From an optimization exercise on the open Yosys and OpenROAD flow, aimed at small area, a short achievable clock period and few clock cycles per item; shortcuts taken in it are not production practice.
Function was checked by simulation only, so behaviour that the tests miss may differ from the original.

File: flow/constraint.sdc
create_clock -name core_clock -period 6.0 [get_ports {clk}]
set_input_delay 1.2000 -clock core_clock [delete_from_list [all_inputs] [get_ports {clk}]]
set_output_delay 1.2000 -clock core_clock [all_outputs]
set_load 0.01 [all_outputs]
File: flow/config.mk
export PLATFORM = sky130hd
export DESIGN_NAME = trial_division_prime_factorizer_unit
export DESIGN_NICKNAME = trial_division_prime_factorizer_unit
export VERILOG_FILES = /design/flow/design.v
export SDC_FILE = /design/flow/constraint.sdc
export NUM_CORES = 4
export LEC_CHECK = 0
export CAP_MARGIN = 20
export CORE_MARGIN = 2
export CORE_UTILIZATION = 40
export SLEW_MARGIN = 20
File: flow/design.v
package tdpf_pkg;
	localparam int NUM_W    = 64;
	localparam int FACTOR_W = 21;
	localparam int STATUS_W = 2;
	localparam int CFG_W    = 21;
	localparam int TDATA_W  = 88;
	localparam logic [CFG_W-1:0] LIMIT_RESET = 21'd1048576;
	localparam logic [STATUS_W-1:0] STAT_FACTOR = 2'd0;
	localparam logic [STATUS_W-1:0] STAT_ONE    = 2'd1;
	localparam logic [STATUS_W-1:0] STAT_ZERO   = 2'd2;
	localparam logic [STATUS_W-1:0] STAT_COF    = 2'd3;
endpackage
module tdpf_div #(
	parameter int W = 20,
	parameter int K = 4
) (
	input  logic [W-1:0] s_in,
	input  logic [W-1:0] c_in,
	input  logic [W-1:0] d,
	input  logic [K-1:0] h,      
	output logic [W-1:0] s_out,
	output logic [W-1:0] c_out,
	output logic [K-1:0] b       
);
	logic [W-1:0] s [K+1];
	logic [W-1:0] c [K+1];
	always_comb begin
		s[0] = s_in;
		c[0] = c_in;
		for (int j = 0; j < K; j++) begin
			logic [W-1:0] a, sum, cy;
			b[j]  = s[j][0] ^ c[j][0];
			a     = b[j] ? d : '0;
			sum   = s[j] ^ c[j] ^ a;
			cy    = (s[j] & c[j]) | (s[j] & a) | (c[j] & a);
			s[j+1] = {h[j], sum[W-1:1]};
			c[j+1] = cy;
		end
		s_out = s[K];
		c_out = c[K];
	end
endmodule
module tdpf_store (
	input  logic        clk,
	input  logic        we_p,       
	input  logic        we_c,       
	input  logic [3:0]  waddr,
	input  logic [18:0] wprime,     
	input  logic [5:0]  wcnt,
	input  logic [3:0]  raddr,
	output logic [18:0] rprime,
	input  logic [3:0]  caddr,
	output logic [5:0]  rcnt
);
	localparam int NS = 15;
	logic [18:0] pr [NS];
	logic [5:0]  ct [NS];
	for (genvar i = 0; i < NS; i++) begin : g_slot
		localparam int PW = (i < 12) ? 19 : (i == 12) ? 16 : (i == 13) ? 11 : 5;
		localparam int CW = (i == 0) ? 6 : (i < 4) ? 5 : (i < 8) ? 4 : (i < 12) ? 3 : (i < 14) ? 2 : 1;
		logic [PW-1:0] p_q;
		logic [CW-1:0] c_q;
		always_ff @(posedge clk) begin
			if (we_p && waddr == 4'(i)) p_q <= wprime[PW-1:0];
			if (we_c && waddr == 4'(i)) c_q <= wcnt[CW-1:0];
		end
		assign pr[i] = 19'(p_q);
		assign ct[i] = 6'(c_q);
	end
	always_comb begin
		rprime = '0;
		rcnt   = '0;
		for (int i = 0; i < NS; i++) begin
			if (raddr == 4'(i)) rprime = pr[i];
			if (caddr == 4'(i)) rcnt = ct[i];
		end
	end
endmodule
module trial_division_prime_factorizer_unit #(
	parameter int MAX_DIVISOR = 1048576,
	parameter int K = 4
) (
	input  logic                         clk,
	input  logic                         arst_n,
	input  logic                         s_tvalid,
	output logic                         s_tready,
	input  logic [tdpf_pkg::NUM_W-1:0]   s_tdata,   
	output logic                         m_tvalid,
	input  logic                         m_tready,
	output logic [tdpf_pkg::TDATA_W-1:0] m_tdata,   
	output logic [tdpf_pkg::STATUS_W-1:0] m_tuser,  
	output logic                         m_tlast,
	input  logic                         cfg_valid,
	output logic                         cfg_ready,
	input  logic [tdpf_pkg::CFG_W-1:0]   cfg_data   
);
	localparam int W  = 20;                   
	localparam int NC = (64 + K - 1) / K;     
	localparam int CW = $clog2(NC);
	typedef enum logic [3:0] {
		S_IDLE, S_CHK, S_TWO, S_SEL, S_TEST, S_EVAL, S_WRITE, S_WB, S_FIN, S_OUT, S_SPEC
	} state_t;
	state_t        state_q;
	logic [20:0]   cfg_q;
	logic [63:0]   p_q;         
	logic [20:0]   lim_q;       
	logic [W-1:0]  s_q, c_q;    
	logic [W-1:0]  d_q;         
	logic [20:0]   ds_q;        
	logic          pv_q;        
	logic [1:0]    r3_q;
	logic [2:0]    r5_q, r7_q;
	logic [3:0]    r11_q, r13_q;
	logic [CW-1:0] cyc_q;       
	logic [7:0]    left_q;      
	logic          seen_q;      
	logic [5:0]    cnt2_q;
	logic [3:0]    top_q;
	logic          ne_q;        
	logic [5:0]    tcnt_q;      
	logic          same_q;      
	logic          extra_q;     
	logic          cof_q;
	logic          zero_q;
	function automatic logic [6:0] bitlen64(input logic [63:0] x);
		bitlen64 = '0;
		for (int i = 0; i < 64; i++) if (x[i]) bitlen64 = 7'(i + 1);
	endfunction
	function automatic logic [4:0] bitlen21(input logic [20:0] x);
		bitlen21 = '0;
		for (int i = 0; i < 21; i++) if (x[i]) bitlen21 = 5'(i + 1);
	endfunction
	logic        in_acc, out_acc;
	logic [6:0]  lp;
	logic [4:0]  bds, bdd;
	logic        stop_s;
	logic [20:0] lim_next;
	assign in_acc    = s_tvalid && s_tready;
	assign out_acc   = m_tvalid && m_tready;
	assign cfg_ready = 1'b1;
	assign lp     = bitlen64(p_q);
	assign bds    = bitlen21(ds_q);
	assign bdd    = bitlen21(21'(d_q));
	assign stop_s = (ds_q > lim_q) || ({1'b0, bds, 1'b0} >= lp + 7'd2);
	always_comb begin
		if (cfg_q < 21'd2) lim_next = 21'd2;
		else if (cfg_q > 21'(MAX_DIVISOR)) lim_next = 21'(MAX_DIVISOR);
		else lim_next = cfg_q;
	end
	logic [K-1:0]  h, b, q;
	logic [W-1:0]  s_st, c_st;
	logic          seen_n;
	logic [63+W+K*NC:0] pext;
	logic          hit;
	assign pext = (64+W+K*NC)'(p_q);
	assign h    = pext[W + K * cyc_q +: K];
	tdpf_div #(.W(W), .K(K)) u_div (
		.s_in  (s_q),
		.c_in  (c_q),
		.d     (d_q),
		.h     (h),
		.s_out (s_st),
		.c_out (c_st),
		.b     (b)
	);
	always_comb begin
		logic sn;
		sn = seen_q;
		for (int i = 0; i < K; i++) begin
			q[i] = b[i] ^ sn;
			sn   = sn | b[i];
		end
		seen_n = sn;
	end
	assign hit = W'(s_q + c_q) == d_q;
	logic        st_we_p, st_we_c;
	logic [3:0]  st_waddr, st_caddr;
	logic [5:0]  st_wcnt;
	logic [18:0] st_rprime;
	logic [5:0]  st_rcnt;
	assign st_we_p  = (state_q == S_WB) && !same_q;
	assign st_we_c  = (state_q == S_WB);
	assign st_waddr = same_q ? top_q : (ne_q ? top_q + 4'd1 : 4'd0);
	assign st_wcnt  = same_q ? tcnt_q + 6'd1 : 6'd1;
	assign st_caddr = top_q - 4'd1;
	tdpf_store u_store (
		.clk    (clk),
		.we_p   (st_we_p),
		.we_c   (st_we_c),
		.waddr  (st_waddr),
		.wprime (d_q[19:1]),
		.wcnt   (st_wcnt),
		.raddr  (top_q),
		.rprime (st_rprime),
		.caddr  (st_caddr),
		.rcnt   (st_rcnt)
	);
	logic last;
	always_comb begin
		m_tvalid = 1'b0;
		m_tuser  = tdpf_pkg::STAT_FACTOR;
		m_tlast  = 1'b0;
		m_tdata  = '0;
		last     = 1'b0;
		if (extra_q) last = !ne_q && cnt2_q == '0;
		else if (ne_q) last = tcnt_q == 6'd1 && top_q == '0 && cnt2_q == '0;
		else last = cnt2_q == 6'd1;
		if (state_q == S_OUT) begin
			m_tvalid = 1'b1;
			m_tlast  = last;
			if (extra_q) begin
				if (cof_q) begin
					m_tuser = tdpf_pkg::STAT_COF;
					m_tdata[84:21] = p_q;
				end else begin
					m_tdata[19:0] = p_q[19:0];
				end
			end else if (ne_q) begin
				m_tdata[19:0] = {st_rprime, 1'b1};
			end else begin
				m_tdata[1] = 1'b1;
			end
		end else if (state_q == S_SPEC) begin
			m_tvalid = 1'b1;
			m_tlast  = 1'b1;
			m_tuser  = zero_q ? tdpf_pkg::STAT_ZERO : tdpf_pkg::STAT_ONE;
		end
	end
	assign s_tready = (state_q == S_IDLE);
	logic       go_s;       
	logic       go_fin;
	logic       try_next;
	logic       pass_end;
	assign pass_end = left_q[7] || (left_q <= 8'(K));
	assign try_next = (state_q == S_SEL) || (state_q == S_EVAL && !hit);
	assign go_fin   = try_next && pv_q && stop_s;
	assign go_s     = try_next && pv_q && !stop_s;
	always_ff @(posedge clk or negedge arst_n) begin
		if (!arst_n) begin
			state_q <= S_IDLE;
			cfg_q   <= tdpf_pkg::LIMIT_RESET;
			pv_q    <= 1'b0;
			same_q  <= 1'b0;
			ne_q    <= 1'b0;
			extra_q <= 1'b0;
		end else begin
			if (cfg_valid) cfg_q <= cfg_data;
			if (state_q == S_CHK) begin
				pv_q <= 1'b1;
			end else if (go_s) begin
				pv_q <= 1'b0;
			end else if (!pv_q) begin
				pv_q <= (ds_q < 21'd14) ||
					(((r3_q == 2'd1) ? 1'b0 : 1'b1) &&
					 (r5_q != 3'd3) && (r7_q != 3'd5) && (r11_q != 4'd9) && (r13_q != 4'd11));
			end
			unique case (state_q)
				S_IDLE: if (in_acc) state_q <= S_CHK;
				S_CHK: begin
					ne_q   <= 1'b0;
					same_q <= 1'b0;
					state_q <= (p_q[63:1] == '0) ? S_SPEC : S_TWO;
				end
				S_TWO: if (p_q[0]) state_q <= S_SEL;
				S_SEL, S_EVAL: begin
					if (state_q == S_EVAL && hit) state_q <= S_WRITE;
					else if (go_fin) state_q <= S_FIN;
					else if (go_s) begin
						state_q <= S_TEST;
						same_q  <= 1'b0;
					end else state_q <= S_SEL;
				end
				S_TEST: if (pass_end) state_q <= S_EVAL;
				S_WRITE: if (pass_end) state_q <= S_WB;
				S_WB: begin
					state_q <= S_TEST;
					same_q  <= 1'b1;
					ne_q    <= 1'b1;
				end
				S_FIN: begin
					extra_q <= p_q[63:1] != '0;
					state_q <= S_OUT;
				end
				S_OUT: begin
					if (out_acc) begin
						if (extra_q) extra_q <= 1'b0;
						else if (ne_q && tcnt_q == 6'd1 && top_q == '0) ne_q <= 1'b0;
						if (last) state_q <= S_IDLE;
					end
				end
				S_SPEC: if (out_acc) state_q <= S_IDLE;
				default: state_q <= S_IDLE;
			endcase
		end
	end
	always_ff @(posedge clk) begin
		if (state_q == S_CHK) begin
			ds_q  <= 21'd3;
			r3_q  <= 2'd0;
			r5_q  <= 3'd3;
			r7_q  <= 3'd3;
			r11_q <= 4'd3;
			r13_q <= 4'd3;
		end else if (!pv_q) begin
			ds_q  <= ds_q + 21'd2;
			r3_q  <= (r3_q == 2'd0) ? 2'd2 : r3_q - 2'd1;
			r5_q  <= (r5_q >= 3'd3) ? r5_q - 3'd3 : r5_q + 3'd2;
			r7_q  <= (r7_q >= 3'd5) ? r7_q - 3'd5 : r7_q + 3'd2;
			r11_q <= (r11_q >= 4'd9) ? r11_q - 4'd9 : r11_q + 4'd2;
			r13_q <= (r13_q >= 4'd11) ? r13_q - 4'd11 : r13_q + 4'd2;
		end
		unique case (state_q)
			S_IDLE: begin
				p_q   <= s_tdata;
				lim_q <= lim_next;
			end
			S_CHK: begin
				zero_q <= p_q[0] == 1'b0;
				cnt2_q <= '0;
			end
			S_TWO: begin
				if (!p_q[0]) begin
					p_q    <= {1'b0, p_q[63:1]};
					cnt2_q <= cnt2_q + 6'd1;
				end
			end
			S_SEL, S_EVAL: begin
				s_q   <= p_q[W-1:0];
				c_q   <= '0;
				cyc_q <= '0;
				seen_q <= 1'b0;
				if (state_q == S_EVAL && hit) begin
					left_q <= 8'(lp);
				end else if (go_s) begin
					d_q    <= ds_q[W-1:0];
					left_q <= 8'(lp) - 8'(bds) + 8'd1;
				end
			end
			S_TEST: begin
				s_q   <= s_st;
				c_q   <= c_st;
				cyc_q <= cyc_q + 1'b1;
				left_q <= left_q - 8'(K);
			end
			S_WRITE: begin
				s_q   <= s_st;
				c_q   <= c_st;
				cyc_q <= cyc_q + 1'b1;
				left_q <= left_q - 8'(K);
				seen_q <= seen_n;
				for (int j = 0; j < 64; j++) begin
					if (cyc_q == CW'(j / K)) p_q[j] <= q[j % K];
				end
			end
			S_WB: begin
				s_q   <= p_q[W-1:0];
				c_q   <= '0;
				cyc_q <= '0;
				left_q <= 8'(lp) - 8'(bdd) + 8'd1;
				if (same_q) begin
					tcnt_q <= tcnt_q + 6'd1;
				end else begin
					tcnt_q <= 6'd1;
					top_q  <= ne_q ? top_q + 4'd1 : 4'd0;
				end
			end
			S_FIN: begin
				cof_q <= (p_q[63:21] != '0) || (p_q[20:0] > lim_q);
			end
			S_OUT: begin
				if (out_acc && !extra_q) begin
					if (ne_q) begin
						if (tcnt_q == 6'd1) begin
							top_q  <= top_q - 4'd1;
							tcnt_q <= st_rcnt;
						end else begin
							tcnt_q <= tcnt_q - 6'd1;
						end
					end else begin
						cnt2_q <= cnt2_q - 6'd1;
					end
				end
			end
			default: ;
		endcase
	end
endmodule
File: flow/run.sh
#!/bin/bash
# synth_recipe.tcl (not shown) runs the flow's synth.tcl, then flattens the netlist and writes it again
# the make line also repeats each setting of config.mk as NAME=value (left out here)
make -C /OpenROAD-flow-scripts/flow DESIGN_CONFIG=/design/flow/config.mk WORK_HOME=/design/flow/orfs CLKGATE_MAP_FILE= SYNTH_SCRIPT=/design/flow/synth_recipe.tcl finish
==> run notes <==
## cell usage in the layout (no fill, tap or decap), drive strengths merged, types with 12 or more instances in the layout
master           n
ha             131
inv            188
clkbuf          82
mux2            24
nor2b           45
a221o           24
nand3           73
o21a            14
nand2          324
clkinv          25
a22oi           58
a21o            31
nand2b          15
a31oi           16
o21ai          163
and3            16
xor2            35
nor2           266
o22ai           27
or3             14
a211oi          26
nand4           20
o211ai          49
mux2i           17
fa              79
buf             82
a21oi          233
nor4            25
dfxtp           36
or2             12
clkdlybuf4s50  178
a221oi          23
dfrtp           28
nor3            82
xnor2           38
edfxtp         489
and2            94
## repair_timing
action / 4_1_cts / 5_1_grt
pin swaps: 0 / 0
endpoints found under the setup margin: 4 / 6
endpoints found under the hold margin: 0 / 0
resized for setup: 2 / 5
## final cells by class
class                   count  area [sq um]  area share, %
repair buffers            260          2400           6.51
clock buffers              82          1660           4.51
flip-flops and latches    554         16100           43.7
diodes                      1          2.50        0.00678
clock inverters            30           357          0.967
inverters                 189           709           1.92
well taps                1050          1310           3.56
multi-input cells        2113         14300           38.8
## cells by family after synthesis
logic type,after synthesis
AO/OA/AOI/OAI,758
XOR/XNOR,73
adder cells (fa/ha/maj),210
buffers and inverters,359
flip-flops,554
multiplexers,49
other,2
AND/OR/NAND/NOR,1018
## tightest hold or removal path, cell delays in order, from the launching register on
cell	delay, ns
dfxtp_1	0.33
o21ai_0	0.07
a21oi_1	0.06
## metrics by stage
step / area (sq um) / hold WS (ns)
after floorplan: 31700 / 0.432
after CTS: 36900 / 0.517
after global placement: 34800 / 0.485
after detailed placement: 34800 / 0.502
final: 36900 / 0.511
after global routing: 36900 / 0.550
## worst paths after layout
path | slack (ns) | to | start | cells past startpoint
max | 0.23 | m_tdata[14] | top_q[0] | 13
min in group asynchronous | 0.96 | cfg_q[12] | arst_n | 2
max in group asynchronous | 4.69 | state_q[3] | arst_n | 2
max reg2reg | 0.38 | left_q[6] | p_q[4] | 16
min reg2reg | 0.51 | r13_q[3] | r13_q[3] | 2
min | 0.51 | r13_q[3] | r13_q[3] | 2
## flip-flops by register name, summed over array words and instances (netlist names), 2 cells and up
| signal | cells |
|---|---|
| state_q | 4 |
| r3_q | 2 |
| c_q | 20 |
| r7_q | 3 |
| s_q | 20 |
| r13_q | 4 |
| cfg_q | 21 |
| u_store.g_slot.p_q | 260 |
| p_q | 64 |
| u_store.g_slot.c_q | 54 |
| r5_q | 3 |
| cyc_q | 4 |
| top_q | 4 |
| ds_q | 20 |
| tcnt_q | 6 |
| left_q | 8 |
| lim_q | 21 |
| r11_q | 4 |
| d_q | 19 |
| cnt2_q | 6 |
## metal layers
metal  global-route usage (%)  wire, um
met1                     34.4     43600
met2                     38.7     46100
met3                     4.45      8390
met4                     8.14      3470
met5                        0        16
==> flow_summary.toml <==
[floorplanning]
dieArea_sq_mm = 0.0816
die_h_um = 286
ios = 184
start_util_pct = 40.3
core_sq_mm = 0.0787
die_w_um = 286
rows = 103

[yosys]
ys_async_sr_fraction_pct = 5.23
yosysSeqAreaShare_pct = 50.8
synth_seq_cells = 554
synth-simple-area-share_pct = 15.2
syn_avg_cell_area_sq_um = 10.5
synthCells = 3023
synth_top_family_by_area = "compound AO/OA/AOI/OAI gates"
synth_mux_area_share_pct = 1.96
ys_top_cells_by_count = "489 x edfxtp_1, 324 x nand2_1, 266 x nor2_1"
yosysWarnings = 7
syn_area_sq_mm = 0.0317
synth.top_cell.area_share_pct = 46.3
synth_area_leaders = "edfxtp_1 46%, ha_1 5.2%, fa_1 5.0%, nand2_1 3.8%, a21oi_1 3.7%"
synthAdderAreaFrac_pct = 10.1
synth_cell_types = 98
synth_edf_count = 489
ys.flop_type = "edfxtp_1"
synth_xor_area_share_pct = 2.01
synth_most_common_cell = "edfxtp_1"
synth-compound-area-share_pct = 15.4
synth_top_area_cell = "edfxtp_1"

[global_routing]
grtUsageTotal_pct = 24.6
grt-ovfl-total = 0
antenna_found_initial = 3
grt_pass1_wl_um = 154000
grt_max_degree = 66
grt_pass1_vias = 24900

[timing]
fmax_mhz = 173
finalHoldViolCount = 0
final-setup-viol-count = 0
maxSlewViolCount = 0
tightestPinTransition_ns = 1.09
min_period_ns = 5.77
slew_headroom_pct = 26.6
tns_ns = 0
finalClockSkew_ns = 0.0412
worst_slack_ns = 0.230
period_share_pct = 96.2
rsz0062_at_grt = "no"

[place]
post-place-ws_ns = 0.462
globalplace.congestion = 0.924
io_buffers = 178
dp_cells = 4165
place_hpwl_um = 72700

[drt]
drc = 0
vias = 25000
drtIter0Drc = 2689
viasPerCell = 5.83
ant_nets = 0
post_drt_wl_per_cell_um = 23.7
wirelength_um = 102000
drtPass1Iterations = 7

[clocking]
clock_latency_ns = 0.66
cts_hold_buf = 0
cts_root_buf = "clkbuf_16"
clkSlewWorstSetupHoldPaths_ns = 0.06
clock_sinks = 554
cts_buffers = 60
cts_tree = "built"
clock_path_buffers = 3
htree_levels = 2
cts_setup_buffers = 0

[setup_path]
slowest_stage = "clkdlybuf4s50_1"
path_delay_family = "compound AO/OA/AOI/OAI gates"
worstPathRequired_ns = 4.80
crit_path_start_kind = "flop"
cp_cell_sequence = "inv_1 -> ha_1 -> nor3b_2 -> buf_4 -> a221o_1 -> o211ai_1 -> nand3_1 -> o211ai_1 -> a211o_1 -> a21oi_1 -> a21oi_1 -> o21ai_1 -> clkdlybuf4s50_1"
end_kind = "output pin"
worst_ep_arrival_time_ns = 4.57
cp_num_buf_inv = 3
critPathMaxFanout = 19
critPathKind = "flop to output pin"
cpPeakStageDelay_ns = 0.63

[flow_run]
drv_cap = 0

[cells_and_area]
fill_cells = 7208
area_growth_pct = 16.2
final_cells = 4279
drive_above_1_share_pct = 7.93
fin_nets = 3478
final_util_pct = 46.8

[hold_path]
hold_class = "flop to flop"

[status]
outcome = "no timing/DRC/antenna violations"
Testbench counts, summed over its fixed seeds: cycles 208,603, items 320.

## re-timing with driven ports
No port has a modelled driver above. Below, the same layout with a new extraction and two added sets of constraints.
Step 1 sets driving cells, clkbuf_16 on the clock port and buf_2 on the other inputs (assumed; they add their load-dependent delay and slew).
Step 2 adds t to the input delays and takes it off the output delays; t is the mean of the earliest and latest rising clock arrival at the registers after step 1. Input paths then give back, and output paths get back, about the clock's delay inside the block.
a / b / c = no drivers / after step 1 / after step 2; a / b = the first two.
t (ns): 0.708
slack for setup (ns): 0.230 / 0.160 / 0.379
worst setup path after step 2: register to register
slew at the worst register clock pin (ns): 0.07 / 0.07
cell pins on the clock port's net: 1
After both steps this run still meets setup and hold. The setup slack of this run moves by -0.070 ns with the drivers and by +0.149 ns with both steps.
